This design comes from an exercise in tuning for small area, a short achievable clock period and few clock cycles per item on the open sky130 flow, not from production work. Function was not checked in any run shown here: the RTL went through the layout flow alone. No activity file was given, so power comes from the tool's default toggle rates.

--- flow/config.mk ---
export PLATFORM = sky130hd
export DESIGN_NAME = apply_front
export DESIGN_NICKNAME = apply_front
export VERILOG_FILES = /design/flow/design.v
export SDC_FILE = /design/flow/constraint.sdc
export NUM_CORES = 4
export LEC_CHECK = 0
export CAP_MARGIN = 20
export CORE_MARGIN = 2
export CORE_UTILIZATION = 40
export SETUP_SLACK_MARGIN = 3.0
export SLEW_MARGIN = 20
--- flow/constraint.sdc ---
create_clock -name core_clock -period 5.5 [get_ports {clk}]
set_input_delay 1.1000 -clock core_clock [delete_from_list [all_inputs] [get_ports {clk}]]
set_output_delay 1.1000 -clock core_clock [all_outputs]
set_load 0.01 [all_outputs]
--- flow/design.v ---
`timescale 1ns/1ps
module stage_buffer #(
	parameter int W = 38
)
(
	input logic clk,
	input logic reset,
	input logic in_valid,
	output logic in_ready,
	input logic [W-1:0] in_data,
	output logic out_valid,
	input logic out_ready,
	output logic [W-1:0] out_data
);
	logic full;
	logic [W-1:0] data;
	assign in_ready = !full || out_ready;
	always_ff @(posedge clk)
	begin
		if (reset)
			full <= 1'b0;
		else if (in_ready)
			full <= in_valid;
	end
	always_ff @(posedge clk)
	begin
		if (in_valid && in_ready)
			data <= in_data;
	end
	assign out_valid = full;
	assign out_data = data;
endmodule
`timescale 1ns/1ps
module terminal_check (
	input logic [1:0] op,
	input logic [16-1:0] f,
	input logic [16-1:0] g,
	output logic [16-1:0] f_out,  
	output logic [16-1:0] g_out,
	output logic hit,
	output logic [1:0] rsel,  
	output logic need_f,  
	output logic need_g,
	output logic shared  
);
	localparam logic [1:0] R_FALSE = 2'd0;
	localparam logic [1:0] R_TRUE = 2'd1;
	localparam logic [1:0] R_F = 2'd2;
	localparam logic [1:0] R_G = 2'd3;
	logic f_nz;
	logic g_nz;
	logic f_false;
	logic f_true;
	logic g_false;
	logic g_true;
	logic same;
	logic compl;
	logic exist;
	logic swap;
	assign f_nz = (f[16-1:1] != '0);
	assign g_nz = (g[16-1:1] != '0);
	assign f_false = !f_nz && !f[0];
	assign f_true = !f_nz && f[0];
	assign g_false = !g_nz && !g[0];
	assign g_true = !g_nz && g[0];
	assign shared = (f[16-1:1] == g[16-1:1]);
	assign same = shared && (f[0] == g[0]);
	assign compl = shared && (f[0] != g[0]);
	assign exist = (op == 2'd3);
	always_comb
	begin
		{hit, rsel} = {1'b0, R_FALSE};
		case (op)
			2'd0:
			begin
				if (f_false || g_false)
					{hit, rsel} = {1'b1, R_FALSE};
				else if (f_true)
					{hit, rsel} = {1'b1, R_G};
				else if (g_true || same)
					{hit, rsel} = {1'b1, R_F};
				else if (compl)
					{hit, rsel} = {1'b1, R_FALSE};
			end
			2'd1:
			begin
				if (f_true || g_true)
					{hit, rsel} = {1'b1, R_TRUE};
				else if (f_false)
					{hit, rsel} = {1'b1, R_G};
				else if (g_false || same)
					{hit, rsel} = {1'b1, R_F};
				else if (compl)
					{hit, rsel} = {1'b1, R_TRUE};
			end
			2'd2:
			begin
				if (same)
					{hit, rsel} = {1'b1, R_FALSE};
				else if (compl)
					{hit, rsel} = {1'b1, R_TRUE};
				else if (f_false)
					{hit, rsel} = {1'b1, R_G};
				else if (g_false)
					{hit, rsel} = {1'b1, R_F};
			end
			default:  
			begin
				if (!f_nz)
					{hit, rsel} = {1'b1, R_F};
			end
		endcase
	end
	assign swap = !hit && !exist && (f > g);
	assign f_out = swap ? g : f;
	assign g_out = swap ? f : g;
	assign need_f = exist || (f_nz && g_nz);
	assign need_g = !exist && !shared;
endmodule
`timescale 1ns/1ps
module var_fetch_ctrl #(
	parameter int PW = 2,  
	parameter int TW = PW + 1  
)
(
	input logic clk,
	input logic reset,
	input logic in_valid,
	output logic in_ready,
	input logic [3-1:0] in_id,
	input logic in_negate,
	input logic [1:0] in_op,
	input logic [16-1:0] in_f,  
	input logic [16-1:0] in_g,
	input logic in_hit,
	input logic [1:0] in_rsel,
	input logic in_need_f,
	input logic in_need_g,
	input logic in_shared,
	output logic mem_req_valid,
	input logic mem_req_ready,
	output logic [16-2:0] mem_req_node,
	input logic mem_resp_valid,
	input logic [8-1:0] mem_resp_var,
	output logic [8-1:0] qvar,
	input logic qbit,
	output logic out_valid,
	input logic out_ready,
	output logic [3-1:0] out_id,
	output logic out_negate,
	output logic [1:0] out_op,
	output logic [16-1:0] out_f,
	output logic [16-1:0] out_g,
	output logic out_hit,
	output logic [16-1:0] out_result,
	output logic [8-1:0] out_top,
	output logic out_fetch_f,
	output logic out_fetch_g,
	output logic out_quantify
);
	localparam int N = 1 << PW;
	localparam int IW = 16;
	localparam int VW = 8;
	logic [N-1:0][3-1:0] e_id;
	logic [N-1:0] e_negate;
	logic [N-1:0][1:0] e_op;
	logic [N-1:0][IW-1:0] e_f;
	logic [N-1:0][IW-1:0] e_g;
	logic [N-1:0] e_hit;
	logic [N-1:0][1:0] e_rsel;
	logic [N-1:0] e_shared;
	logic [N-1:0][VW-1:0] e_top;  
	logic [N-1:0] e_ff;
	logic [N-1:0] e_fg;
	logic [N-1:0] e_q;
	logic [N-1:0] e_pf;  
	logic [N-1:0] e_pg;
	logic [N-1:0] e_done;  
	localparam logic [1:0] K_G = 2'd0;  
	localparam logic [1:0] K_F_MORE = 2'd1;  
	localparam logic [1:0] K_F = 2'd2;  
	localparam logic [1:0] K_F_SHARED = 2'd3;  
	localparam int T = 1 << TW;
	logic [T-1:0][PW-1:0] tg_idx;
	logic [T-1:0][1:0] tg_kind;
	logic [TW-1:0] tw;
	logic [TW-1:0] tr;
	logic [PW:0] wp;  
	logic [PW:0] ip;  
	logic [PW:0] rp;  
	logic [PW:0] wp_next;
	logic [PW:0] rp_next;
	logic alloc;
	logic [PW-1:0] wi;
	logic [PW-1:0] ii;
	logic [PW-1:0] ri;
	logic g_valid;
	logic g_pf;
	logic g_pg;
	logic g_avail;
	logic g_load;
	logic rq_open;
	logic [IW-2:0] g_node;
	logic [1:0] g_kind;
	logic i_adv;
	logic in_pf;
	logic in_pg;
	logic h_adv;
	logic [PW-1:0] ti;
	logic [1:0] t_kind;
	logic second;  
	logic [VW-1:0] first_var;  
	logic le;
	logic ge;
	logic is_none;
	logic [VW-1:0] f_top;
	logic f_ff;
	logic f_fg;
	logic f_upd;
	logic rr_upd;  
	logic [VW-1:0] rr_var;
	logic [PW-1:0] rr_ti;
	logic r_done;
	logic o_load;
	logic o_q;
	assign wi = wp[PW-1:0];
	assign ii = ip[PW-1:0];
	assign ri = rp[PW-1:0];
	assign alloc = in_valid && in_ready;
	assign wp_next = wp + alloc;
	assign rp_next = rp + o_load;
	assign in_pf = !in_hit && in_need_f;
	assign in_pg = !in_hit && in_need_g;
	assign rq_open = !mem_req_valid || mem_req_ready;
	assign g_valid = (ip != wp);
	assign g_pf = e_pf[ii];
	assign g_pg = e_pg[ii];
	assign g_avail = g_valid && (g_pf || g_pg);
	assign g_load = g_avail && rq_open;
	assign g_node = g_pf ? e_f[ii][IW-1:1] : e_g[ii][IW-1:1];
	assign g_kind = !g_pf ? K_G : g_pg ? K_F_MORE : e_shared[ii] ? K_F_SHARED : K_F;
	assign i_adv = g_valid && (!(g_pf || g_pg) || (g_load && !(g_pf && g_pg)));
	assign h_adv = alloc && !g_valid && !(in_pf || in_pg);
	assign ti = tg_idx[tr];
	assign t_kind = tg_kind[tr];
	assign le = (mem_resp_var <= first_var);
	assign ge = (first_var <= mem_resp_var);
	assign is_none = (mem_resp_var == {8{1'b1}});
	always_comb
	begin
		f_top = mem_resp_var;
		f_ff = 1'b1;
		f_fg = 1'b1;
		f_upd = 1'b1;
		case (t_kind)
			K_G:
				if (second)
				begin
					f_top = le ? mem_resp_var : first_var;
					f_ff = ge;
					f_fg = le;
					f_upd = le;
				end
				else
					f_ff = is_none;
			K_F:
				f_fg = is_none;
			default: ;
		endcase
	end
	assign qvar = rr_var;
	assign r_done = (rp != ip) && e_done[ri];
	assign o_load = r_done && (!out_valid || out_ready);
	assign o_q = (rr_upd && rr_ti == ri) ? qbit : e_q[ri];
	always_ff @(posedge clk)
	begin
		rr_var <= mem_resp_var;
		rr_ti <= ti;
		if (mem_resp_valid)
			first_var <= mem_resp_var;
		if (g_load)
			mem_req_node <= g_node;
		if (reset)
		begin
			rr_upd <= 1'b0;
			second <= 1'b0;
			wp <= '0;
			ip <= '0;
			rp <= '0;
			tw <= '0;
			tr <= '0;
			in_ready <= 1'b1;
			mem_req_valid <= 1'b0;
			out_valid <= 1'b0;
		end
		else
		begin
			rr_upd <= mem_resp_valid && f_upd;
			if (mem_resp_valid)
				second <= (t_kind == K_F_MORE);
			wp <= wp_next;
			rp <= rp_next;
			in_ready <= !((wp_next[PW] != rp_next[PW]) && (wp_next[PW-1:0] == rp_next[PW-1:0]));
			if (i_adv || h_adv)
				ip <= ip + 1'b1;
			if (rq_open)
				mem_req_valid <= g_avail;
			if (g_load)
				tw <= tw + 1'b1;
			if (mem_resp_valid)
				tr <= tr + 1'b1;
			if (o_load)
				out_valid <= 1'b1;
			else if (out_ready)
				out_valid <= 1'b0;
		end
	end
	always_ff @(posedge clk)
	begin
		for (int i = 0; i < T; i++)
		begin
			if (g_load && tw == i)
			begin
				tg_idx[i] <= ii;
				tg_kind[i] <= g_kind;
			end
		end
	end
	always_ff @(posedge clk)
	begin
		for (int i = 0; i < N; i++)
		begin
			if (alloc && wi == i)
			begin
				e_id[i] <= in_id;
				e_negate[i] <= in_negate;
				e_op[i] <= in_op;
				e_f[i] <= in_f;
				e_g[i] <= in_g;
				e_hit[i] <= in_hit;
				e_rsel[i] <= in_rsel;
				e_shared[i] <= in_shared;
			end
		end
	end
	always_ff @(posedge clk)
	begin
		for (int i = 0; i < N; i++)
		begin
			if (reset)
			begin
				e_pf[i] <= 1'b0;
				e_pg[i] <= 1'b0;
				e_done[i] <= 1'b0;
			end
			else if (alloc && wi == i)
			begin
				e_pf[i] <= in_pf;
				e_pg[i] <= in_pg;
				e_done[i] <= in_hit;
			end
			else
			begin
				if (g_load && ii == i)
				begin
					if (g_pf)
						e_pf[i] <= 1'b0;
					else
						e_pg[i] <= 1'b0;
				end
				if (mem_resp_valid && ti == i && t_kind != K_F_MORE)
					e_done[i] <= 1'b1;
			end
		end
	end
	always_ff @(posedge clk)
	begin
		for (int i = 0; i < N; i++)
		begin
			if (mem_resp_valid && ti == i)
			begin
				e_top[i] <= f_top;
				e_ff[i] <= f_ff;
				e_fg[i] <= f_fg;
			end
			if (rr_upd && rr_ti == i)
				e_q[i] <= qbit;
		end
	end
	always_ff @(posedge clk)
	begin
		if (o_load)
		begin
			out_id <= e_id[ri];
			out_negate <= e_negate[ri];
			out_op <= e_op[ri];
			out_hit <= e_hit[ri];
			out_f <= e_f[ri];
			out_g <= e_g[ri];
			case (e_rsel[ri])
				2'd0: out_result <= {16{1'b0}};
				2'd1: out_result <= {{(16-1){1'b0}}, 1'b1};
				2'd2: out_result <= e_f[ri];
				default: out_result <= e_g[ri];
			endcase
			out_top <= e_hit[ri] ? {8{1'b1}} : e_top[ri];
			out_fetch_f <= !e_hit[ri] && e_ff[ri];
			out_fetch_g <= !e_hit[ri] && e_fg[ri];
			out_quantify <= !e_hit[ri] && o_q && (e_op[ri] != 2'd0);
		end
	end
endmodule
`timescale 1ns/1ps
module quantify_table (
	input logic clk,
	input logic reset,
	input logic cfg_write,
	input logic [8-1:0] cfg_address,
	input logic [32-1:0] cfg_wdata,
	input logic [8-1:0] qvar,
	output logic qbit
);
	localparam int SEL_W = $clog2((256 / 32));
	logic [(256 / 32)-1:0][32-1:0] words;
	logic [32-1:0] qword;
	always_ff @(posedge clk)
	begin
		for (int i = 0; i < (256 / 32); i++)
		begin
			if (reset)
				words[i] <= '0;
			else if (cfg_write && cfg_address == i)
				words[i] <= cfg_wdata;
		end
	end
	assign qword = words[qvar[8-1:5]];
	assign qbit = qword[qvar[4:0]];
endmodule
`timescale 1ns/1ps
module apply_front (
	input logic clk,
	input logic reset,
	input logic in_valid,
	output logic in_ready,
	input logic [3-1:0] in_id,
	input logic in_negate,
	input logic [1:0] in_op,
	input logic [16-1:0] in_f,
	input logic [16-1:0] in_g,
	output logic var_req_valid,
	input logic var_req_ready,
	output logic [16-2:0] var_req_node,
	input logic var_resp_valid,
	input logic [8-1:0] var_resp_var,
	input logic cfg_write,
	input logic [8-1:0] cfg_address,
	input logic [32-1:0] cfg_wdata,
	output logic out_valid,
	input logic out_ready,
	output logic [3-1:0] out_id,
	output logic out_negate,
	output logic [1:0] out_op,
	output logic [16-1:0] out_f,
	output logic [16-1:0] out_g,
	output logic out_hit,
	output logic [16-1:0] out_result,
	output logic [8-1:0] out_top,
	output logic out_fetch_f,
	output logic out_fetch_g,
	output logic out_quantify
);
	logic [16-1:0] ord_f;
	logic [16-1:0] ord_g;
	logic hit;
	logic [1:0] rsel;
	logic need_f;
	logic need_g;
	logic shared;
	logic [8-1:0] qvar;
	logic qbit;
	terminal_check terminal_check_i (
		.op(in_op), .f(in_f), .g(in_g),
		.f_out(ord_f), .g_out(ord_g), .hit(hit), .rsel(rsel),
		.need_f(need_f), .need_g(need_g), .shared(shared)
	);
	var_fetch_ctrl var_fetch_ctrl_i (
		.clk(clk), .reset(reset),
		.in_valid(in_valid), .in_ready(in_ready),
		.in_id(in_id), .in_negate(in_negate), .in_op(in_op), .in_f(ord_f), .in_g(ord_g),
		.in_hit(hit), .in_rsel(rsel),
		.in_need_f(need_f), .in_need_g(need_g), .in_shared(shared),
		.mem_req_valid(var_req_valid), .mem_req_ready(var_req_ready),
		.mem_req_node(var_req_node), .mem_resp_valid(var_resp_valid),
		.mem_resp_var(var_resp_var),
		.qvar(qvar), .qbit(qbit),
		.out_valid(out_valid), .out_ready(out_ready),
		.out_id(out_id), .out_negate(out_negate), .out_op(out_op),
		.out_f(out_f), .out_g(out_g), .out_hit(out_hit), .out_result(out_result),
		.out_top(out_top), .out_fetch_f(out_fetch_f), .out_fetch_g(out_fetch_g),
		.out_quantify(out_quantify)
	);
	quantify_table quantify_table_i (
		.clk(clk), .reset(reset),
		.cfg_write(cfg_write), .cfg_address(cfg_address), .cfg_wdata(cfg_wdata),
		.qvar(qvar), .qbit(qbit)
	);
endmodule
--- flow/run.sh ---
#!/bin/bash
# synth_recipe.tcl (not shown) runs the flow's synth.tcl, then flattens the netlist and writes it again
# the make line also repeats each setting of config.mk as NAME=value (left out here)
make -C /OpenROAD-flow-scripts/flow DESIGN_CONFIG=/design/flow/config.mk WORK_HOME=/design/flow/orfs CLKGATE_MAP_FILE= SYNTH_SCRIPT=/design/flow/synth_recipe.tcl finish
==> reports/qor.txt, run 1 <==
share of cells above drive strength 1: 0.2317
commonest cells in the netlist: nand2_1, edfxtp_1, dfxtp_1
post-DR wirelength/cell: 22.28 µm
CTS tree: yes
async set or reset register ratio after synthesis: 0
area delta synth->final: 24.22%
outcome: complete, no violations
minimum hold slack: 451.2 ps
Leakage: 11.76 nW
Yosys top cell area share: 0.3635
Post-DP Area: 30270 µm²
YS warnings: 3
post-synthesis register bit count: 631
Post-Syn Nets: 2476
core box area: 68350 µm²
initial core utilization: 0.4025
Final ANT Viol Nets: 0
cell area after synthesis: 27510 µm²
final setup TNS: 0 ps
critical path arrival: 3100 ps
Area contributors post-synth: edfxtp_1, dfxtp_1, mux4_2
Final Non-Filler Cells: 3480
crit path max fanout: 6
peak supply drop: 214.4 µV
hold depth: 2
gpl congestion: 0.8167
Final setup viols: 0
HP Start: quantify_table_i.words[118]
Critical Path Start Type: input port
sequential share of the synthesized area: 0.5804
Most used DFF post-synth: edfxtp_1
Reg2Reg Setup Slack: 3030 ps
I/O pin count: 177
Crit. End Element: flip-flop
max-slew violations: 0
Period minus WS final: 2757 ps
DIE AREA: 70890 µm²
most common cell in the netlist: nand2_1
syn_area_per_cell: 11.74 µm²
H-Tree Depth: 3
DR pass1 iterations: 7
WHS Endpoint: quantify_table_i.words[118]
Relative slew margins: 0.3758
Placed Cells: 3253
Site Rows: 96
Routed WL: 77.52 mm
Overflow after GRT: 0
number of global-route vias before repair: 19.15k
Adder-Cell Fraction of Synth Area: 0.01774
DP Wirelength: 44.49 mm
Synth area leader: edfxtp_1
FF-to-FF End: var_fetch_ctrl_i.e_q[2]
Setup CP Type: input port to flip-flop
reg2reg path depth: 9
pre-CTS WS: 751.0 ps
port bufs: 176
post-route cell area: 34170 µm²
largest net degree at the start of global routing: 133
Final period util: 0.5012
Worst Clk Skew: 23.08 ps
most frequent CP cell: buf_12
Clk pin slew, worst setup/hold paths: 60 ps
DRC violation count after routing: 0
Distinct cells, synth: 78
largest family of logic cells by synthesized area: multiplexers
Worst Max-Slew Pin Slew: 936.2 ps
detailed router's first-iteration violation count: 2077
first-pass GRT wire length: 116.6 mm
vias: 19.52k
Hold Violations, Final: 0
clock root buffer: clkbuf_16
Die Y: 266.2 µm
post-synthesis instance total: 2344
final net count: 2674
pwr dens: 357.0 nW/µm²
clock latency on the worst-skew pair: 620 ps
Via density: 5.610
FMAX: 362.8 MHz
mux contribution to synthesized area: 0.1572
All-Layer GR Usage: 0.2157
maximum buffer depth of the clock tree: 3
crit-path max cell delay: 320 ps
initial antenna violation count: 4
slowest stage cell, crit path: mux2_4
Die Span X: 266.2 µm
number of synthesized flops with an enable pin: 333
worst-path cell chain: buf_12, inv_12, ha_4, nor2b_1, o21a_1, o21ai_1, a211o_1, a211oi_4, buf_4, o21ai_4, buf_6, buf_12, mux2_4
CP required: 5850 ps
CTS buffer count: 70
r2r startpoint: var_fetch_ctrl_i.rr_var[5]
post-synthesis xor/xnor area fraction: 0.005094
Synth Area in Simple Gates: 0.1264
RSZ-0062 raised after global routing: yes
Synth Area in Compound Gates: 0.07518
antenna cells: 0
maxcap violations: 0
min-delay worst type: flip-flop to flip-flop
final worst setup slack: 2743 ps
Sink Count: 631
logic make-up after synthesis:
| group | count (synthesis) |
|---|---|
| xor+xnor | 16 |
| flops | 631 |
| buf+inv | 222 |
| mux | 254 |
| compound gates | 369 |
| fa+ha+maj | 39 |
| simple gates | 813 |
sequential cells by signal, summed over array words and instances, names as in the netlist, 32 cells and up:
signal                  flops
var_fetch_ctrl_i.e_f       64
var_fetch_ctrl_i.e_top     32
var_fetch_ctrl_i.e_g       64
quantify_table_i.words    256
per-layer routing:
layer,share of wire,vias to the layer above,GRT usage
met2,0.49,837,0.3606
met3,0.071,150,0.03512
li1,-,8809,-
met1,0.41,9720,0.2853
met5,0.00050,-,0
met4,0.030,6,0.07288
cells in the final DEF, fill, tap and decap left out, drive strengths merged, types with 5 or more instances in the layout:
| master | count |
|---|---|
| xor2 | 9 |
| nand3 | 28 |
| clkinv | 27 |
| a22oi | 15 |
| o211ai | 5 |
| nand3b | 8 |
| ha | 39 |
| nor2b | 22 |
| nand2b | 9 |
| or2 | 9 |
| clkinvlp | 7 |
| a31oi | 8 |
| buf | 150 |
| inv | 41 |
| bufinv | 5 |
| o22ai | 6 |
| nor4 | 11 |
| clkbuf | 101 |
| a21oi | 280 |
| nor3b | 5 |
| nand2 | 600 |
| nor2 | 68 |
| o21ai | 20 |
| clkdlybuf4s50 | 43 |
| a211oi | 8 |
| edfxtp | 333 |
| and3 | 13 |
| dlygate4sd2 | 85 |
| nand4 | 12 |
| clkdlybuf4s15 | 6 |
| nor3 | 15 |
| xnor2 | 7 |
| mux4 | 136 |
| mux2i | 66 |
| dfxtp | 298 |
| mux2 | 52 |
| a21o | 7 |
power by group:
group / switching [mW] / internal (mW) / total (mW)
clock network: 1.91 / 2.68 / 4.59
registers: 0.173 / 5.38 / 5.55
logic: 1.14 / 0.914 / 2.05
total: 3.22 / 8.98 / 12.2
through the flow:
| stage | util | total power, mW |
|---|---|---|
| 2_1_floorplan | - | 6.879 |
| 3_3_place_gp | 0.4429 | 7.573 |
| 3_5_place_dp | 0.4430 | 7.614 |
| 4_1_cts | 0.4942 | 12.25 |
| 5_1_grt | 0.5000 | 12.68 |
| 6_report | 0.5000 | 12.20 |
worst max-delay path by stage:
stage                          from                   endpoint  slack (ps)  cells after the start
after floorplan           out_ready  var_fetch_ctrl_i.in_ready        2070                      6
after global placement      in_g[9]   var_fetch_ctrl_i.e_f[43]         760                     11
after detailed placement    in_g[9]   var_fetch_ctrl_i.e_f[43]         750                     11
after CTS                   in_g[1]   var_fetch_ctrl_i.e_f[43]        2790                     13
after global routing        in_g[1]   var_fetch_ctrl_i.e_f[59]        2700                     13
final                       in_g[1]   var_fetch_ctrl_i.e_f[43]        2740                     13
critical path, delay by kind of cell:
kind	cells	cell delay, ps
compound gates	5	730
fa+ha+maj	1	240
simple gates	1	120
mux	1	320
buf+inv	5	570
area by class of cell:
| type | instances | area (µm²) |
|---|---|---|
| Clock buffer | 92 | 1894 |
| Clock inverter | 36 | 367.9 |
| Fill cell | 5912 | 34180 |
| Inverter | 42 | 212.7 |
| Multi-Input combinational cell | 1496 | 11490 |
| Sequential cell | 631 | 16000 |
| Tap cell | 882 | 1104 |
| Timing Repair Buffer | 299 | 3089 |
| Timing Repair inverter | 2 | 15.01 |
repair_timing:
action | CTS | global route
pin swaps | 26 | 15
hold buffers | 0 | 0
endpoints found under the setup margin | 873 | 570
setup buffers | 62 | 23
gates cloned | 13 | 1
resized for setup | 379 | 65
==> inputs of run 2 (changes only) <==
--- a/flow/config.mk
+++ b/flow/config.mk
@@ -10,3 +10,3 @@
 export CORE_UTILIZATION = 40
-export SETUP_SLACK_MARGIN = 3.0
+export SETUP_SLACK_MARGIN = 3.3
 export SLEW_MARGIN = 20
==> run 2 against run 1 <==
  * Still clean on timing, DRC and antenna
  * Die area stayed put
  * Fmax up 0.31%
  * Combinational power is 14% higher
  * Design area increased by 5.0%
  * Wire length grew 8.3%
  * Non-clock buffer count rose by 55
  * Sequential share of layout area down 2.2 points
  * Setup slack gained 8.5 ps
  * Critical endpoint is now var_fetch_ctrl_i.e_g[8]
  * Largest cell class unchanged
==> reports/qor.txt, run 2 <==
outcome: complete, no violations
Worst Max-Slew Pin Slew: 987.6 ps
Final ANT Viol Nets: 0
CTS buffer count: 69
YS warnings: 3
Distinct cells, synth: 78
Hold Violations, Final: 0
CP delay by family, top: simple AND/OR/NAND/NOR gates
share of cells above drive strength 1: 0.3457
uppermost layer routed: met5
Die Y: 266.2 µm
detailed router's first-iteration violation count: 1906
RSZ-0062 raised after global routing: yes
met3 WL: 6.036 mm
Most used DFF post-synth: edfxtp_1
max FFs per register: 256
clock root buffer: clkbuf_16
Post-DP Area: 30380 µm²
Sink Count: 631
All-Layer GR Usage: 0.2208
worst-path cell chain: clkdlybuf4s15_2, nor3_2, nand4_4, a31oi_4, nor4_4, o21ai_4, buf_6, buf_8, mux2_4
final net count: 2729
Post-Syn Nets: 2476
CTS tree: yes
commonest cells in the netlist: nand2_1, edfxtp_1, dfxtp_1
minimum hold slack: 452.6 ps
Clk pin slew, worst setup/hold paths: 50 ps
Overflow after GRT: 0
DR WL met2: 40.70 mm
post-DR wirelength/cell: 23.76 µm
vias: 20.05k
maximum buffer depth of the clock tree: 3
Setup CP Type: input port to flip-flop
Crit. End Element: flip-flop
Via density: 5.676
most common cell after layout, fill and taps aside: nand2_1
slowest stage cell, crit path: nor3_2
crit path max fanout: 7
syn_area_per_cell: 11.74 µm²
Yosys top cell area share: 0.3635
gpl congestion: 0.7923
initial antenna violation count: 4
Routed WL: 83.94 mm
maxcap violations: 0
number of global-route vias before repair: 19.62k
CP required: 5850 ps
Relative slew margins: 0.3409
core box area: 68350 µm²
DRC violation count after routing: 0
cell area after synthesis: 27510 µm²
antenna cells: 0
DP Wirelength: 43.73 mm
Period minus WS final: 2748 ps
DIE AREA: 70890 µm²
final worst setup slack: 2752 ps
Final setup viols: 0
async set or reset register ratio after synthesis: 0
pwr dens: 344.5 nW/µm²
peak supply drop: 202.3 µV
first-pass GRT wire length: 118.9 mm
Top reg by flops: quantify_table_i.words
Synth area leader: edfxtp_1
clock latency on the worst-skew pair: 620 ps
FMAX: 363.9 MHz
final setup TNS: 0 ps
number of synthesized flops with an enable pin: 333
initial core utilization: 0.4025
most common cell in the netlist: nand2_1
post-synthesis instance total: 2344
I/O pin count: 177
Worst Clk Skew: 32.77 ps
max-slew violations: 0
pre-CTS WS: 1007 ps
Critical Path Start Type: input port
Final period util: 0.4997
Leakage: 12.54 nW
crit-path max cell delay: 330 ps
H-Tree Depth: 3
min-delay worst type: flip-flop to flip-flop
DR pass1 iterations: 5
post-route cell area: 35890 µm²
sequential share of the synthesized area: 0.5804
Site Rows: 96
port bufs: 176
biggest regs: quantify_table_i.words: 256 flops, var_fetch_ctrl_i.e_f: 64 flops, var_fetch_ctrl_i.e_g: 64 flops
area delta synth->final: 30.45%
Die Span X: 266.2 µm
M1 WL: 33.95 mm
critical path arrival: 3090 ps
Area contributors post-synth: edfxtp_1, dfxtp_1, mux4_2
post-synthesis register bit count: 631
largest net degree at the start of global routing: 158
worst path bufs/invs: 3
most frequent cells in the layout: nand2_1, edfxtp_1, dfxtp_1
## run 2: cell counts after synthesis
No cell type changed its count.
## run 2: what timing repair did
item                                   CTS  global route
buffers inserted                        80            39
setup endpoints to repair              934           589
gates resized for setup                745           288
pin swaps                               58           111
gates cloned                            17            18
endpoints found under the hold margin    0             0
hold buffers                             0             0
## run 2: logic make-up (layout without fill, tap and decap cells)
family | count (synthesis) | after routing | share of synthesized area
AO/OA/AOI/OAI | 369 | 369 | 0.07519
XOR/XNOR | 16 | 16 | 0.005094
adder cells (fa/ha/maj) | 39 | 39 | 0.01774
buffers and inverters | 222 | 522 | 0.03807
flip-flops | 631 | 631 | 0.5804
multiplexers | 254 | 254 | 0.1572
AND/OR/NAND/NOR | 813 | 819 | 0.1264
## run 2: final cells by class
| type | instances | area, µm² |
|---|---|---|
| timing repair buffer | 354 | 3900 |
| clock buffer | 91 | 1924 |
| sequential | 631 | 16010 |
| timing repair inverter | 2 | 15.01 |
| multi-input combinational | 1497 | 12450 |
| inverter | 42 | 222.7 |
| tap | 882 | 1104 |
| clock inverter | 33 | 266.5 |
| fill | 5657 | 32460 |
## run 2: report_power, final
part | internal [mW] | switching [mW] | total, mW
Combinational | 1.06 | 1.28 | 2.34
Clock | 2.61 | 1.90 | 4.51
Sequential | 5.38 | 0.126 | 5.51
## run 2: metal layers
layer,up-vias,track usage
met3,212,0.03623
met5,-,0
met1,10030,0.2905
met4,6,0.07531
met2,849,0.3707
li1,8946,-
## run 2: worst reg2reg max path, cell delays in order, from the launching register on
cell and delay (ps):
dfxtp_4 400, buf_12 180, buf_16 170, mux4_2 540
mux2i_1 210, mux4_2 310, o22ai_2 100, nand4_1 110
buf_6 150, a211oi_2 70
## run 2: metrics by stage
stage	power [mW]	util	std cells
after floorplan	6.897	-	2344
after global placement	7.573	0.4445	3254
after detailed placement	7.616	0.4445	3254
after CTS	12.38	0.4976	3475
after global routing	12.82	0.5251	3532
final	12.36	0.5251	3532
## run 2: final timing paths
check | depth (start not counted) | to | slack, ps | startpoint
max | 9 | var_fetch_ctrl_i.e_g[8] | 2750 | in_f[14]
min | 2 | quantify_table_i.words[241] | 450 | quantify_table_i.words[241]
max reg2reg | 9 | var_fetch_ctrl_i.out_quantify | 3000 | var_fetch_ctrl_i.rr_var[5]
min reg2reg | 2 | quantify_table_i.words[241] | 450 | quantify_table_i.words[241]
==> inputs of run 3 (changes only) <==
--- a/flow/design.v
+++ b/flow/design.v
@@ -37,6 +37,5 @@
 	input logic [16-1:0] g,
-	output logic [16-1:0] f_out,  
-	output logic [16-1:0] g_out,
 	output logic hit,
 	output logic [1:0] rsel,  
+	output logic swap,  
 	output logic need_f,  
@@ -58,3 +57,3 @@
 	logic exist;
-	logic swap;
+	logic greater;
 	assign f_nz = (f[16-1:1] != '0);
@@ -113,5 +112,17 @@
 	end
-	assign swap = !hit && !exist && (f > g);
-	assign f_out = swap ? g : f;
-	assign g_out = swap ? f : g;
+	always_comb
+	begin
+		logic [16-1:0] gt;
+		logic [16-1:0] eq;
+		gt = f & ~g;
+		eq = ~(f ^ g);
+		for (int w = 1; w < 16; w = w * 2)
+			for (int i = 0; i + w < 16; i = i + 2 * w)
+			begin
+				gt[i] = gt[i + w] || (eq[i + w] && gt[i]);
+				eq[i] = eq[i + w] && eq[i];
+			end
+		greater = gt[0];
+	end
+	assign swap = !hit && !exist && greater;
 	assign need_f = exist || (f_nz && g_nz);
@@ -136,2 +147,3 @@
 	input logic [1:0] in_rsel,
+	input logic in_swap,
 	input logic in_need_f,
@@ -166,3 +178,3 @@
 	logic [N-1:0][1:0] e_op;
-	logic [N-1:0][IW-1:0] e_f;
+	logic [N-1:0][IW-1:0] e_f;  
 	logic [N-1:0][IW-1:0] e_g;
@@ -170,2 +182,3 @@
 	logic [N-1:0][1:0] e_rsel;
+	logic [N-1:0] e_swap;  
 	logic [N-1:0] e_shared;
@@ -239,3 +252,3 @@
 	assign g_load = g_avail && rq_open;
-	assign g_node = g_pf ? e_f[ii][IW-1:1] : e_g[ii][IW-1:1];
+	assign g_node = (g_pf ^ e_swap[ii]) ? e_f[ii][IW-1:1] : e_g[ii][IW-1:1];
 	assign g_kind = !g_pf ? K_G : g_pg ? K_F_MORE : e_shared[ii] ? K_F_SHARED : K_F;
@@ -341,2 +354,3 @@
 				e_rsel[i] <= in_rsel;
+				e_swap[i] <= in_swap;
 				e_shared[i] <= in_shared;
@@ -397,4 +411,12 @@
 			out_hit <= e_hit[ri];
-			out_f <= e_f[ri];
-			out_g <= e_g[ri];
+			if (e_swap[ri])
+			begin
+				out_f <= e_g[ri];
+				out_g <= e_f[ri];
+			end
+			else
+			begin
+				out_f <= e_f[ri];
+				out_g <= e_g[ri];
+			end
 			case (e_rsel[ri])
@@ -471,6 +493,5 @@
 );
-	logic [16-1:0] ord_f;
-	logic [16-1:0] ord_g;
 	logic hit;
 	logic [1:0] rsel;
+	logic swap;
 	logic need_f;
@@ -482,3 +503,3 @@
 		.op(in_op), .f(in_f), .g(in_g),
-		.f_out(ord_f), .g_out(ord_g), .hit(hit), .rsel(rsel),
+		.hit(hit), .rsel(rsel), .swap(swap),
 		.need_f(need_f), .need_g(need_g), .shared(shared)
@@ -488,4 +509,4 @@
 		.in_valid(in_valid), .in_ready(in_ready),
-		.in_id(in_id), .in_negate(in_negate), .in_op(in_op), .in_f(ord_f), .in_g(ord_g),
-		.in_hit(hit), .in_rsel(rsel),
+		.in_id(in_id), .in_negate(in_negate), .in_op(in_op), .in_f(in_f), .in_g(in_g),
+		.in_hit(hit), .in_rsel(rsel), .in_swap(swap),
 		.in_need_f(need_f), .in_need_g(need_g), .in_shared(shared),
--- a/flow/config.mk
+++ b/flow/config.mk
@@ -10,3 +10,3 @@
 export CORE_UTILIZATION = 40
-export SETUP_SLACK_MARGIN = 3.3
+export SETUP_SLACK_MARGIN = 3.0
 export SLEW_MARGIN = 20
==> run 3 against run 2 <==
  * Still clean on timing, DRC and antenna
  * Critical path depth is 1 higher
  * Core utilization is 2.4 points lower
  * Via count is 3.1% lower
  * Global-route usage is 0.43 points lower
  * Power is 1.5% higher
  * Wire length is 6.5% lower
  * Die area is 0.21% lower
  * Clock power is 2% lower
  * First-iteration DRC count is 7.1% lower
  * Critical path type is now flip-flop to flip-flop
  * Highest routed layer is now met4
==> reports/qor.txt, run 3 <==
DR WL met2: 38.80 mm
DRC violation count after routing: 0
initial antenna violation count: 3
Crit. End Element: flip-flop
Final setup viols: 0
maxcap violations: 0
CP delay by family, top: multiplexers
CTS buffer count: 69
Fill cells: 5816
number of global-route vias before repair: 19.48k
Overflow after GRT: 0
Leakage: 11.63 nW
number of synthesized flops with an enable pin: 337
CTS tree: yes
most frequent cells in the layout: nand2_1, edfxtp_1, dfxtp_1
Final ANT Viol Nets: 0
post-DR wirelength/cell: 22.80 µm
YS warnings: 3
crit-path max cell delay: 540 ps
async set or reset register ratio after synthesis: 0
commonest cells in the netlist: nand2_1, edfxtp_1, dfxtp_1
critical path arrival: 3180 ps
area delta synth->final: 24.46%
peak supply drop: 202.8 µV
DIE AREA: 70730 µm²
Site Rows: 96
gpl congestion: 0.8190
sequential share of the synthesized area: 0.5860
clock latency on the worst-skew pair: 630 ps
first-pass GRT wire length: 116.5 mm
DP Wirelength: 44.68 mm
share of cells above drive strength 1: 0.2511
biggest regs: quantify_table_i.words: 256 flops, var_fetch_ctrl_i.e_f: 64 flops, var_fetch_ctrl_i.e_g: 64 flops
max-slew violations: 0
I/O pin count: 177
H-Tree Depth: 3
initial core utilization: 0.4023
Most used DFF post-synth: edfxtp_1
CP required: 5860 ps
clock root buffer: clkbuf_16
max FFs per register: 256
post-synthesis register bit count: 635
Die Y: 266.0 µm
post-synthesis instance total: 2279
largest net degree at the start of global routing: 142
DR pass1 iterations: 6
final setup TNS: 0 ps
Synth area leader: edfxtp_1
Post-DP Area: 30120 µm²
pwr dens: 367.2 nW/µm²
Clk pin slew, worst setup/hold paths: 60 ps
worst-path cell chain: buf_12, buf_12, mux4_2, mux4_2, a22oi_2, and3_4, a311oi_4, buf_6, mux2i_2, nor3_2
outcome: complete, no violations
most common cell after layout, fill and taps aside: nand2_1
Distinct cells, synth: 63
Area contributors post-synth: edfxtp_1, dfxtp_1, mux4_2
Critical Path Start Type: flip-flop
RSZ-0062 raised after global routing: yes
worst path bufs/invs: 3
post-route cell area: 34160 µm²
Via density: 5.643
All-Layer GR Usage: 0.2166
Sink Count: 635
Final period util: 0.5142
Routed WL: 78.47 mm
Yosys top cell area share: 0.3687
Hold Violations, Final: 0
slowest stage cell, crit path: mux4_2
Die Span X: 266.0 µm
FMAX: 353.6 MHz
Relative slew margins: 0.3125
most common cell in the netlist: nand2_1
port bufs: 176
HP Start: quantify_table_i.words[21]
Worst Max-Slew Pin Slew: 1031 ps
uppermost layer routed: met4
CP startpoint: var_fetch_ctrl_i.rr_var[5]
min-delay worst type: flip-flop to flip-flop
Setup CP Type: flip-flop to flip-flop
core box area: 68230 µm²
Post-Syn Nets: 2411
M1 WL: 31.28 mm
met3 WL: 5.753 mm
vias: 19.42k
Period minus WS final: 2828 ps
crit path max fanout: 7
cell area after synthesis: 27450 µm²
maximum buffer depth of the clock tree: 3
r2r startpoint: var_fetch_ctrl_i.rr_var[5]
final net count: 2638
detailed router's first-iteration violation count: 1770
Worst Clk Skew: 27.48 ps
syn_area_per_cell: 12.04 µm²
Top reg by flops: quantify_table_i.words
run 3: kinds of logic (layout without fill, tap and decap cells):
family,Yosys count,count (layout),share of synthesized area
xor gates and xnor gates,19,19,0.006063
buffers and inverters,219,487,0.03701
muxes,237,237,0.1658
adders and majority gates,39,39,0.01778
other,0,3,0
AOI/OAI and AO/OA,352,352,0.07002
DFF,635,635,0.5860
and+or+nand+nor,778,788,0.1173
run 3: layout make-up:
| type | instances | area, µm² | area share |
|---|---|---|---|
| inverters | 43 | 211.5 | 0.006189 |
| diodes | 3 | 7.507 | 0.0002197 |
| clock buffers | 93 | 1908 | 0.05585 |
| repair buffers | 320 | 3258 | 0.09537 |
| flip-flops and latches | 635 | 16120 | 0.4717 |
| repair inverters | 2 | 15.01 | 0.0004395 |
| well taps | 882 | 1104 | 0.03230 |
| multi-input cells | 1435 | 11300 | 0.3308 |
| clock inverters | 29 | 244.0 | 0.007142 |
run 3: repair_timing:
| action | in CTS | in global routing |
|---|---|---|
| pin swaps | 35 | 46 |
| endpoints found under the setup margin | 767 | 481 |
| hold buffers | 0 | 0 |
| gates resized for setup | 395 | 129 |
| gates cloned | 14 | 7 |
| setup buffers | 71 | 34 |
run 3: through the flow:
step                utilization  worst slack, ps  power [mW]  hold WS, ps  instances
global route             0.5007             2620       13.05        464.6       3441
CTS                      0.4895             2679       12.52        447.2       3398
floorplan                     -             2049       7.169        427.1       2279
detailed placement       0.4414            992.4       7.953        439.2       3191
finish                   0.5008             2672       12.55        445.6       3442
global placement         0.4414             1039       7.908        433.1       3191
run 3: path summary, 6_finish.rpt:
path / to / slack (ps) / cells past startpoint
min reg2reg: quantify_table_i.words[21] / 450 / 2
max reg2reg: var_fetch_ctrl_i.out_quantify / 2670 / 10
min: quantify_table_i.words[21] / 450 / 2
max: var_fetch_ctrl_i.out_quantify / 2670 / 10
run 3: power breakdown:
group | internal [mW] | switching, mW | total [mW]
clock network | 2.51 | 1.93 | 4.44
logic | 1.20 | 1.35 | 2.55
registers | 5.42 | 0.134 | 5.55
total | 9.13 | 3.41 | 12.5
run 3: tightest hold or removal path: stages, from the launching register on:
cell	delay, ps
dfxtp_1	300
nand2_1	50
a21oi_1	50
run 3: routing by layer:
metal / global-route usage / vias to the layer above
li1: - / 8690
met3: 0.03530 / 189
met5: 0 / -
met2: 0.3713 / 875
met4: 0.08533 / 0
met1: 0.2743 / 9670
==> inputs of run 4 (changes only) <==
--- a/flow/design.v
+++ b/flow/design.v
@@ -44,6 +44,2 @@
 );
-	localparam logic [1:0] R_FALSE = 2'd0;
-	localparam logic [1:0] R_TRUE = 2'd1;
-	localparam logic [1:0] R_F = 2'd2;
-	localparam logic [1:0] R_G = 2'd3;
 	logic f_nz;
@@ -58,8 +54,15 @@
 	logic greater;
-	assign f_nz = (f[16-1:1] != '0);
-	assign g_nz = (g[16-1:1] != '0);
-	assign f_false = !f_nz && !f[0];
-	assign f_true = !f_nz && f[0];
-	assign g_false = !g_nz && !g[0];
-	assign g_true = !g_nz && g[0];
+	logic f_z;
+	logic g_z;
+	logic op_and;
+	logic op_or;
+	logic op_xor;
+	assign f_z = (f[16-1:1] == '0);
+	assign g_z = (g[16-1:1] == '0);
+	assign f_nz = !f_z;
+	assign g_nz = !g_z;
+	assign f_false = f_z && !f[0];
+	assign f_true = f_z && f[0];
+	assign g_false = g_z && !g[0];
+	assign g_true = g_z && g[0];
 	assign shared = (f[16-1:1] == g[16-1:1]);
@@ -67,47 +70,17 @@
 	assign compl = shared && (f[0] != g[0]);
+	assign op_and = (op == 2'd0);
+	assign op_or = (op == 2'd1);
+	assign op_xor = (op == 2'd2);
 	assign exist = (op == 2'd3);
-	always_comb
-	begin
-		{hit, rsel} = {1'b0, R_FALSE};
-		case (op)
-			2'd0:
-			begin
-				if (f_false || g_false)
-					{hit, rsel} = {1'b1, R_FALSE};
-				else if (f_true)
-					{hit, rsel} = {1'b1, R_G};
-				else if (g_true || same)
-					{hit, rsel} = {1'b1, R_F};
-				else if (compl)
-					{hit, rsel} = {1'b1, R_FALSE};
-			end
-			2'd1:
-			begin
-				if (f_true || g_true)
-					{hit, rsel} = {1'b1, R_TRUE};
-				else if (f_false)
-					{hit, rsel} = {1'b1, R_G};
-				else if (g_false || same)
-					{hit, rsel} = {1'b1, R_F};
-				else if (compl)
-					{hit, rsel} = {1'b1, R_TRUE};
-			end
-			2'd2:
-			begin
-				if (same)
-					{hit, rsel} = {1'b1, R_FALSE};
-				else if (compl)
-					{hit, rsel} = {1'b1, R_TRUE};
-				else if (f_false)
-					{hit, rsel} = {1'b1, R_G};
-				else if (g_false)
-					{hit, rsel} = {1'b1, R_F};
-			end
-			default:  
-			begin
-				if (!f_nz)
-					{hit, rsel} = {1'b1, R_F};
-			end
-		endcase
-	end
+	assign hit = exist ? f_z :
+		(shared || f_false || g_false || (!op_xor && (f_true || g_true)));
+	assign rsel[1] =
+		(op_and && !(f_false || g_false) && (f_true || g_true || same)) ||
+		(op_or && !(f_true || g_true) && (f_false || g_false || same)) ||
+		(op_xor && !shared && (f_false || g_false)) ||
+		(exist && f_z);
+	assign rsel[0] =
+		(op_and && f_true && !g_false) ||
+		(op_or && (f_true || g_true || f_false || compl)) ||
+		(op_xor && !same && (compl || f_false));
 	always_comb
@@ -126,3 +99,3 @@
 	end
-	assign swap = !hit && !exist && greater;
+	assign swap = !exist && greater;  
 	assign need_f = exist || (f_nz && g_nz);
@@ -411,3 +384,3 @@
 			out_hit <= e_hit[ri];
-			if (e_swap[ri])
+			if (e_swap[ri] && !e_hit[ri])
 			begin
--- a/flow/config.mk
+++ b/flow/config.mk
@@ -10,2 +10,3 @@
 export CORE_UTILIZATION = 40
+export CTS_BUF_LIST = sky130_fd_sc_hd__clkbuf_8
 export SETUP_SLACK_MARGIN = 3.0
==> run 4 against run 3 <==
  * Register-to-register slack improved by 130 ps
  * Sequential cell count unchanged
  * Design area is 1.4% lower
  * Combinational power down 2%
  * Clock-buffer cell count up 28
  * Sequential share of layout area up 0.67 points
  * Via count rose by 1.5%
  * Fmax up 4.7%
  * Sequential power is essentially flat
  * Still clean on timing, DRC and antenna
  * Global-route usage increased by 0.54 points
  * Synthesized cell count grew 2.8%
  * Critical path type unchanged
  * Cell count grew 2.5%
==> reports/qor.txt, run 4 <==
H-Tree Depth: 3
Site Rows: 96
maximum buffer depth of the clock tree: 3
HP Start: quantify_table_i.words[245]
minimum hold slack: 453.8 ps
CP delay by family, top: multiplexers
Worst Max-Slew Pin Slew: 985.0 ps
Critical Path Start Type: flip-flop
Hold Violations, Final: 0
max FFs per register: 256
Overflow after GRT: 0
Synth area leader: edfxtp_1
slowest stage cell, crit path: mux4_2
port bufs: 176
worst path bufs/invs: 2
Routed WL: 79.94 mm
crit-path max cell delay: 560 ps
Die Span X: 266.4 µm
post-synthesis instance total: 2343
DRC violation count after routing: 0
biggest regs: quantify_table_i.words: 256 flops, var_fetch_ctrl_i.e_f: 64 flops, var_fetch_ctrl_i.e_g: 64 flops
cell area after synthesis: 27540 µm²
Leakage: 11.48 nW
worst-path cell chain: mux4_2, mux2i_4, inv_1, or3_4, a211oi_4, buf_12, mux2_4
syn_area_per_cell: 11.75 µm²
Reg2Reg Setup Slack: 2800 ps
vias: 19.72k
clock latency on the worst-skew pair: 720 ps
reg2reg path depth: 7
first-pass GRT wire length: 119.9 mm
CTS tree: yes
Most used DFF post-synth: edfxtp_1
async set or reset register ratio after synthesis: 0
initial antenna violation count: 5
WHS Endpoint: quantify_table_i.words[245]
Setup CP Type: flip-flop to flip-flop
Post-Syn Nets: 2475
Yosys top cell area share: 0.3674
sequential share of the synthesized area: 0.5840
post-DR wirelength/cell: 22.65 µm
FMAX: 370.2 MHz
share of cells above drive strength 1: 0.2520
most common cell after layout, fill and taps aside: nand2_1
CP required: 5920 ps
crit path max fanout: 10
Synth Area in Simple Gates: 0.1237
mux contribution to synthesized area: 0.1611
min-delay worst type: flip-flop to flip-flop
Area contributors post-synth: edfxtp_1, dfxtp_1, mux4_2
CTS buffer count: 108
Period minus WS final: 2701 ps
DR pass1 iterations: 5
post-synthesis register bit count: 635
maxcap violations: 0
Final period util: 0.4912
Crit. End Element: flip-flop
YS warnings: 3
I/O pin count: 177
hold depth: 2
outcome: complete, no violations
detailed router's first-iteration violation count: 1586
max-slew violations: 0
All-Layer GR Usage: 0.2219
Adder-Cell Fraction of Synth Area: 0.01808
Fill cells: 5916
Final ANT Viol Nets: 0
post-synthesis xor/xnor area fraction: 0.006042
gpl congestion: 0.7962
final net count: 2689
number of synthesized flops with an enable pin: 337
DIE AREA: 70970 µm²
most frequent cells in the layout: nand2_1, edfxtp_1, dfxtp_1
critical path arrival: 3120 ps
Clk pin slew, worst setup/hold paths: 60 ps
RSZ-0062 raised after global routing: yes
Synth Area in Compound Gates: 0.07205
Relative slew margins: 0.3409
number of global-route vias before repair: 19.94k
Distinct cells, synth: 63
most common cell in the netlist: nand2_1
largest family of logic cells by synthesized area: multiplexers
Top reg by flops: quantify_table_i.words
clock root buffer: clkbuf_8
largest net degree at the start of global routing: 124
initial core utilization: 0.4030
core box area: 68350 µm²
Sink Count: 635
FF-to-FF End: var_fetch_ctrl_i.e_top[3]
pwr dens: 360.5 nW/µm²
r2r startpoint: var_fetch_ctrl_i.tr[0]
DP Wirelength: 45.50 mm
final setup TNS: 0 ps
commonest cells in the netlist: nand2_1, edfxtp_1, dfxtp_1
Worst Clk Skew: 53.65 ps
area delta synth->final: 22.34%
peak supply drop: 183.2 µV
Die Y: 266.4 µm
Via density: 5.588
Final setup viols: 0
## run 4: cell families (layout without fill, tap and decap cells)
family	after synthesis	in the layout
AOI/OAI and AO/OA	360	360
xor gates and xnor gates	19	19
adders and majority gates	40	40
buffers and inverters	231	523
DFF	635	635
muxes	247	247
other	0	4
and+or+nand+nor	811	819
## run 4: worst min-delay path: stages (launching register included)
cell     delay, ps
dfxtp_1        300
nand2_1         50
a21oi_1         50
## run 4: area by class of cell
class | instances | area, µm² | area share
antenna | 4 | 10.01 | 0.0002971
timing repair inverter | 2 | 10.01 | 0.0002971
tap | 882 | 1104 | 0.03275
sequential | 635 | 16120 | 0.4784
inverter | 43 | 224.0 | 0.006647
timing repair buffer | 282 | 2833 | 0.08407
clock inverter | 75 | 422.9 | 0.01255
multi-input combinational | 1485 | 11310 | 0.3355
clock buffer | 121 | 1665 | 0.04942
## run 4: per-stage QoR
stage | power, mW | worst slack (ps) | std cells | util | cell area (µm²)
6_report | 12.15 | 2799 | 3529 | 0.4930 | 33690
3_5_place_dp | 7.915 | 1297 | 3244 | 0.4440 | 30350
5_1_grt | 12.68 | 2716 | 3529 | 0.4930 | 33690
4_1_cts | 12.14 | 2792 | 3501 | 0.4862 | 33230
2_1_floorplan | 7.128 | 2037 | 2343 | - | 28300
3_3_place_gp | 7.871 | 1369 | 3244 | 0.4440 | 30350
## run 4: per-layer routing
metal,global-route usage,vias up,share of wire
met3,0.04207,153,0.071
met1,0.2825,9887,0.40
met2,0.3770,810,0.50
met4,0.08093,2,0.027
met5,0,-,0.00019
li1,-,8867,-
## run 4: timing repair
item,in CTS,in global routing
gates resized for setup,467,114
buffers inserted,51,21
pin swaps,32,26
endpoints found under the setup margin,706,252
hold buffers,0,0
gates cloned,10,3
## run 4: worst max-delay path by stage
stage | to | depth (start not counted) | from | slack, ps
finish | var_fetch_ctrl_i.e_top[3] | 7 | var_fetch_ctrl_i.tr[0] | 2800
detailed placement | var_fetch_ctrl_i.ip[2] | 10 | in_g[15] | 1300
global route | var_fetch_ctrl_i.e_top[3] | 7 | var_fetch_ctrl_i.tr[0] | 2720
CTS | var_fetch_ctrl_i.e_top[3] | 7 | var_fetch_ctrl_i.tr[0] | 2790
global placement | var_fetch_ctrl_i.ip[2] | 10 | in_g[4] | 1370
floorplan | var_fetch_ctrl_i.in_ready | 7 | out_ready | 2040
## run 4: power by group
| group | internal, mW | total [mW] | switching, mW |
|---|---|---|---|
| Sequential | 5.42 | 5.57 | 0.150 |
| Combinational | 1.17 | 2.50 | 1.33 |
| Clock | 2.15 | 4.08 | 1.93 |
| Total | 8.74 | 12.1 | 3.41 |
==> inputs of run 5 (changes only) <==
--- a/flow/config.mk
+++ b/flow/config.mk
@@ -10,3 +10,2 @@
 export CORE_UTILIZATION = 40
-export CTS_BUF_LIST = sky130_fd_sc_hd__clkbuf_8
 export SETUP_SLACK_MARGIN = 3.0
==> run 5 against run 4 <==
  * Via count is 1.5% higher
  * Power up 4.7%
  * Critical path type unchanged
  * Design area grew 2.6%
  * Register-to-register slack is essentially flat
  * Global-route usage increased by 0.33 points
  * Critical path depth up 2
  * Critical endpoint is now var_fetch_ctrl_i.out_quantify
  * Clock skew decreased by 30 ps
  * Combinational power barely moved
  * Setup slack improved by 9.6 ps
  * Clock-buffer cell count decreased by 24
  * Largest cell class unchanged
  * Sequential cell count is the same
==> reports/qor.txt, run 5 <==
outcome: complete, no violations
Worst Max-Slew Pin Slew: 948.1 ps
maximum buffer depth of the clock tree: 3
max-slew violations: 0
DR pass1 iterations: 5
crit-path max cell delay: 510 ps
Sw Ratio: 0.2701
Final setup viols: 0
area delta synth->final: 25.58%
HP Start: quantify_table_i.words[247]
share of power burned in combinational logic: 0.198
initial antenna violation count: 3
final worst setup slack: 2808 ps
Synth Area in Compound Gates: 0.07205
most common cell after layout, fill and taps aside: nand2_1
Final period util: 0.4894
Clk network pwr share: 0.365
largest net degree at the start of global routing: 124
Overflow after GRT: 0
Yosys top cell area share: 0.3674
RSZ-0062 raised after global routing: yes
Synth Area in Simple Gates: 0.1237
Period minus WS final: 2692 ps
FMAX: 371.5 MHz
cell area after synthesis: 27540 µm²
total power draw: 12.72 mW
max FFs per register: 256
WHS Endpoint: quantify_table_i.words[247]
Post-DP Area: 30350 µm²
crit path max fanout: 6
Int Power: 9.285 mW
Leakage: 11.65 nW
number of synthesized flops with an enable pin: 337
Relative slew margins: 0.3672
hold buffer count at CTS: 0
CTS buffer count: 70
Final Non-Filler Cells: 3483
most common cell in the netlist: nand2_1
initial core utilization: 0.4030
core box area: 68350 µm²
Flop pwr share: 0.437
critical path arrival: 3040 ps
FF-to-FF End: var_fetch_ctrl_i.out_quantify
pwr dens: 367.8 nW/µm²
YS warnings: 3
Hold Violations, Final: 0
CTS tree: yes
hold depth: 2
Clk pin slew, worst setup/hold paths: 60 ps
Final ANT Viol Nets: 0
async set or reset register ratio after synthesis: 0
post-route cell area: 34590 µm²
Via density: 5.748
post-synthesis xor/xnor area fraction: 0.006042
Top reg by flops: quantify_table_i.words
DRC violation count after routing: 0
Area contributors post-synth: edfxtp_1, dfxtp_1, mux4_2
most frequent cells in the layout: nand2_1, edfxtp_1, dfxtp_1
min-delay worst type: flip-flop to flip-flop
H-Tree Depth: 3
commonest cells in the netlist: nand2_1, edfxtp_1, dfxtp_1
Critical Path Start Type: flip-flop
minimum hold slack: 452.7 ps
vias: 20.02k
number of global-route vias before repair: 19.73k
All-Layer GR Usage: 0.2252
clock latency on the worst-skew pair: 620 ps
slowest stage cell, crit path: mux4_2
Worst Clk Skew: 23.41 ps
post-synthesis instance total: 2343
largest family of logic cells by synthesized area: multiplexers
Die Y: 266.4 µm
Setup CP Type: flip-flop to flip-flop
pre-CTS WS: 1297 ps
Final Core Density: 0.5060
r2r startpoint: var_fetch_ctrl_i.rr_var[5]
biggest regs: quantify_table_i.words: 256 flops, var_fetch_ctrl_i.e_f: 64 flops, var_fetch_ctrl_i.e_g: 64 flops
DIE AREA: 70970 µm²
port bufs: 176
Site Rows: 96
Psw: 3.436 mW
syn_area_per_cell: 11.75 µm²
first-pass GRT wire length: 120.9 mm
post-DR wirelength/cell: 24.14 µm
reg2reg path depth: 9
sequential share of the synthesized area: 0.5840
post-synthesis register bit count: 635
Placed Cells: 3244
Most used DFF post-synth: edfxtp_1
final net count: 2673
peak supply drop: 209.8 µV
maxcap violations: 0
Die Span X: 266.4 µm
Routed WL: 84.09 mm
final setup TNS: 0 ps
detailed router's first-iteration violation count: 1784
Synth area leader: edfxtp_1
clock root buffer: clkbuf_16
share of cells above drive strength 1: 0.2698
Sink Count: 635
most frequent CP cell: buf_12
worst-path cell chain: buf_12, buf_12, mux4_2, mux2i_1, or4_1, nand3_1, a221oi_4, or3_4, o211ai_1
I/O pin count: 177
Adder-Cell Fraction of Synth Area: 0.01808
Fill cells: 5764
Reg2Reg Setup Slack: 2810 ps
Distinct cells, synth: 63
Crit. End Element: flip-flop
Post-Syn Nets: 2475
DP Wirelength: 45.50 mm
gpl congestion: 0.7962
CP required: 5850 ps
mux contribution to synthesized area: 0.1611
run 5: what timing repair did:
item,4_1_cts,5_1_grt
buffers inserted,56,21
endpoints found under the setup margin,716,396
pin swaps,55,65
resized for setup,448,149
gates cloned,15,15
endpoints found under the hold margin,0,0
run 5: power groups by stage:
stage                     sequential [mW]  clock, mW  combinational [mW]
final                                5.56       4.64                2.52
after global routing                 5.58       4.92                2.71
after CTS                            5.56       4.72                2.41
after detailed placement             5.70          0                2.21
after global placement               5.69          0                2.18
after floorplan                      5.66          0                1.46
run 5: metal layers:
metal  vias up  wire length, µm  global-route usage
li1       8851                -                   -
met4         0             3471             0.09277
met1     10030            33460              0.2876
met2       931            40770              0.3788
met5         -                0                   0
met3       214             6396             0.04004
run 5: kinds of logic after synthesis:
| kind of cell | after synthesis |
|---|---|
| DFF | 635 |
| muxes | 247 |
| buffers and inverters | 231 |
| adders and majority gates | 40 |
| xor gates and xnor gates | 19 |
| and+or+nand+nor | 811 |
| AOI/OAI and AO/OA | 360 |
run 5: worst max path at each step:
stage / startpoint / slack (ps) / end
floorplan: out_ready / 2040 / var_fetch_ctrl_i.in_ready
global route: var_fetch_ctrl_i.rr_var[7] / 2770 / var_fetch_ctrl_i.out_quantify
global placement: in_g[4] / 1370 / var_fetch_ctrl_i.ip[2]
CTS: var_fetch_ctrl_i.rr_var[7] / 2850 / var_fetch_ctrl_i.out_quantify
finish: var_fetch_ctrl_i.rr_var[5] / 2810 / var_fetch_ctrl_i.out_quantify
detailed placement: in_g[15] / 1300 / var_fetch_ctrl_i.ip[2]
run 5: cell type report:
cell class / count / area, µm² / area share
Inverter: 43 / 227.7 / 0.006584
Timing Repair Buffer: 295 / 3146 / 0.09095
Antenna cell: 3 / 7.507 / 0.0002171
Clock inverter: 32 / 325.3 / 0.009406
Tap cell: 882 / 1104 / 0.03191
Sequential cell: 635 / 16120 / 0.4661
Multi-Input combinational cell: 1494 / 11700 / 0.3383
Clock buffer: 97 / 1947 / 0.05629
Timing Repair inverter: 2 / 10.01 / 0.0002894
run 5: critical path, delay by kind of cell (launching register included):
kind	cells	cell delay, ps
AO/OA/AOI/OAI	2	400
buffers and inverters	2	270
flip-flops	1	430
multiplexers	2	810
AND/OR/NAND/NOR	3	510
==> inputs of run 6 (changes only) <==
--- a/flow/design.v
+++ b/flow/design.v
@@ -236,21 +236,14 @@
 	begin
-		f_top = mem_resp_var;
-		f_ff = 1'b1;
-		f_fg = 1'b1;
-		f_upd = 1'b1;
-		case (t_kind)
-			K_G:
-				if (second)
-				begin
-					f_top = le ? mem_resp_var : first_var;
-					f_ff = ge;
-					f_fg = le;
-					f_upd = le;
-				end
-				else
-					f_ff = is_none;
-			K_F:
-				f_fg = is_none;
-			default: ;
-		endcase
+		f_top = (second && !le) ? first_var : mem_resp_var;
+		f_upd = !second || le;
+		if (second)
+		begin
+			f_ff = ge;
+			f_fg = le;
+		end
+		else
+		begin
+			f_ff = (t_kind != K_G) || is_none;
+			f_fg = (t_kind != K_F) || is_none;
+		end
 	end
--- a/flow/config.mk
+++ b/flow/config.mk
@@ -10,2 +10,3 @@
 export CORE_UTILIZATION = 40
+export CTS_BUF_LIST = sky130_fd_sc_hd__clkbuf_8
 export SETUP_SLACK_MARGIN = 3.0
==> run 6 against run 5 <==
  * Largest power group unchanged
  * Non-clock buffer count fell by 15
  * Setup slack got worse by 300 ps
  * Design area shrank 1.8%
  * Clock power fell by 3%
  * Power fell by 1.3%
  * Critical path depth is the same
==> reports/qor.txt, run 6 <==
min-delay worst type: flip-flop to flip-flop
largest net degree at the start of global routing: 149
Worst Max-Slew Pin Slew: 1039 ps
max FFs per register: 256
Yosys top cell area share: 0.3699
CTS buffer count: 108
maxcap violations: 0
port bufs: 176
detailed router's first-iteration violation count: 1728
critical path arrival: 3440 ps
Synth area leader: edfxtp_1
post-synthesis xor/xnor area fraction: 0.006082
Final ANT Viol Nets: 0
peak supply drop: 193.4 µV
largest family of logic cells by synthesized area: multiplexers
Clk pin slew, worst setup/hold paths: 60 ps
area delta synth->final: 24.08%
DIE AREA: 70510 µm²
CTS tree: yes
DR pass1 iterations: 5
Leakage: 11.64 nW
Routed WL: 78.76 mm
reg2reg path depth: 9
crit path max fanout: 19
Crit. End Element: flip-flop
outcome: complete, no violations
Site Rows: 95
Sink Count: 635
sequential share of the synthesized area: 0.5879
Overflow after GRT: 0
CP startpoint: var_fetch_ctrl_i.rr_var[6]
Setup CP Type: flip-flop to flip-flop
mux contribution to synthesized area: 0.1608
Post-Syn Nets: 2454
Fill cells: 5831
number of synthesized flops with an enable pin: 337
biggest regs: quantify_table_i.words: 256 flops, var_fetch_ctrl_i.e_f: 64 flops, var_fetch_ctrl_i.e_g: 64 flops
number of global-route vias before repair: 19.29k
initial core utilization: 0.4060
most frequent cells in the layout: nand2_1, edfxtp_1, dfxtp_1
Synth Area in Simple Gates: 0.1197
H-Tree Depth: 3
All-Layer GR Usage: 0.2152
commonest cells in the netlist: nand2_1, edfxtp_1, dfxtp_1
CP required: 5950 ps
Synth Area in Compound Gates: 0.07294
Via density: 5.565
post-synthesis register bit count: 635
Relative slew margins: 0.3075
FMAX: 333.8 MHz
hold buffer count at CTS: 0
YS warnings: 3
syn_area_per_cell: 11.78 µm²
vias: 19.49k
Final period util: 0.5448
Reg2Reg Setup Slack: 2500 ps
Top reg by flops: quantify_table_i.words
max-slew violations: 0
async set or reset register ratio after synthesis: 0
final setup TNS: 0 ps
post-DR wirelength/cell: 22.48 µm
Die Span X: 265.5 µm
core box area: 67400 µm²
initial antenna violation count: 4
Adder-Cell Fraction of Synth Area: 0.01783
final net count: 2670
Critical Path Start Type: flip-flop
total power draw: 12.55 mW
Most used DFF post-synth: edfxtp_1
clock latency on the worst-skew pair: 730 ps
maximum buffer depth of the clock tree: 3
clock root buffer: clkbuf_8
most common cell in the netlist: nand2_1
I/O pin count: 177
gpl congestion: 0.8203
most common cell after layout, fill and taps aside: nand2_1
RSZ-0062 raised after global routing: yes
post-synthesis instance total: 2322
r2r startpoint: var_fetch_ctrl_i.rr_var[6]
DP Wirelength: 44.25 mm
share of cells above drive strength 1: 0.2832
Die Y: 265.5 µm
FF-to-FF End: var_fetch_ctrl_i.out_quantify
crit path capture: var_fetch_ctrl_i.out_quantify
pwr dens: 369.7 nW/µm²
Worst Clk Skew: 60.90 ps
Area contributors post-synth: edfxtp_1, dfxtp_1, mux4_2
Distinct cells, synth: 61
Final setup viols: 0
DRC violation count after routing: 0
Hold Violations, Final: 0
cell area after synthesis: 27360 µm²
first-pass GRT wire length: 115.8 mm
Period minus WS final: 2996 ps
[run 6: per-layer routing]
metal | global-route usage | share of wire | vias up
met4 | 0.07177 | 0.027 | 4
li1 | - | - | 8798
met3 | 0.03962 | 0.071 | 158
met2 | 0.3591 | 0.49 | 804
met5 | 0 | 0.00032 | -
met1 | 0.2831 | 0.41 | 9729
[run 6: worst max-delay path, cell delays in order, from the launching register on]
cell and delay (ps):
dfxtp_4 580, buf_4 340, mux4_2 350, mux4_2 520
nand4b_1 110, o41ai_1 80, o31ai_1 240, o41ai_1 120
buf_4 170, o21a_4 200
[run 6: report_power, final]
group,internal [mW],switching [mW],total [mW]
Combinational,1.11,1.34,2.44
Sequential,5.44,0.152,5.59
Clock,2.52,2.00,4.52
Total,9.06,3.49,12.6
[run 6: worst min path at each step]
| stage | startpoint | endpoint | slack, ps | cells after the start |
|---|---|---|---|---|
| floorplan | quantify_table_i.words[161] | quantify_table_i.words[161] | 430 | 2 |
| global route | quantify_table_i.words[237] | quantify_table_i.words[237] | 470 | 2 |
| detailed placement | quantify_table_i.words[237] | quantify_table_i.words[237] | 440 | 2 |
| CTS | quantify_table_i.words[237] | quantify_table_i.words[237] | 450 | 2 |
| global placement | quantify_table_i.words[33] | quantify_table_i.words[33] | 440 | 2 |
| finish | quantify_table_i.words[237] | quantify_table_i.words[237] | 450 | 2 |
[run 6: layout make-up]
class                           instances  area (µm²)  share of cell area
Sequential cell                       635       16130              0.4750
Multi-Input combinational cell       1468       11460              0.3375
Timing Repair Buffer                  280        2694             0.07935
Clock buffer                          139        1913             0.05635
Tap cell                              873        1092             0.03217
Clock inverter                         60       444.2             0.01308
Inverter                               45       212.7            0.006265
Antenna cell                            3       7.507           0.0002211
[run 6: timing repair]
action,CTS,global route
gates resized for setup,489,200
setup buffers,49,12
cloned,11,10
pin swaps,28,36
setup endpoints to repair,703,437
[run 6: metrics by stage]
| stage | utilization | cell area [µm²] | hold WS [ps] | std cells | setup WS, ps |
|---|---|---|---|---|---|
| after floorplan | - | 28090 | 433.1 | 2322 | 2075 |
| after global placement | 0.4475 | 30160 | 439.5 | 3219 | 1418 |
| after detailed placement | 0.4475 | 30160 | 443.4 | 3219 | 1390 |
| after CTS | 0.4929 | 33220 | 450.9 | 3478 | 2472 |
| after global routing | 0.5037 | 33950 | 467.6 | 3502 | 2410 |
| final | 0.5037 | 33950 | 449.9 | 3503 | 2504 |
[run 6: kinds of logic (layout without fill, tap and decap cells)]
| group | after synthesis | in the layout |
|---|---|---|
| buf+inv | 230 | 524 |
| xor+xnor | 19 | 19 |
| fa+ha+maj | 39 | 39 |
| mux | 245 | 245 |
| compound gates | 365 | 366 |
| other cells | 0 | 3 |
| simple gates | 789 | 799 |
| flops | 635 | 635 |

-- port drivers added, routing unchanged --
How much do the figures lean on ideal ports? The routed layouts below were timed once more, with nothing changed but the port constraints.
Step 1 assumes that a clkbuf_16 drives the clock port and a buf_2 every other input.
Step 2 adds t to the input delays and takes it off the output delays; t is the mean of the earliest and latest rising clock arrival at the registers after step 1. Input paths then give back, and output paths get back, about the clock's delay inside the block.
Three values: no drivers, after step 1, after step 2; two values: the first two.
run | t, ns | slack for setup (ns) | latest minus earliest clock arrival (ns) | worst register clock-pin slew, ns | worst slew at a driven data input, ns
run 1 | 0.668 | 2.743 / 2.733 / 2.065 | 0.038 / 0.039 | 0.06 / 0.06 | 0.13
run 2 | 0.665 | 2.752 / 2.777 / 2.112 | 0.033 / 0.033 | 0.06 / 0.06 | 0.12
run 3 | 0.674 | 2.672 / 2.672 / 2.036 | 0.031 / 0.031 | 0.07 / 0.07 | 0.11
run 4 | 0.754 | 2.799 / 2.799 / 2.102 | 0.057 / 0.057 | 0.07 / 0.07 | 0.10
run 5 | 0.667 | 2.808 / 2.808 / 2.213 | 0.026 / 0.027 | 0.06 / 0.06 | 0.09
run 6 | 0.768 | 2.504 / 2.504 / 2.162 | 0.067 / 0.068 | 0.07 / 0.07 | 0.10
After both steps setup and hold are still met in every run listed. The setup slack of run 4, which loses most, moves by 0.000 ns with the drivers and by -0.697 ns with both steps.
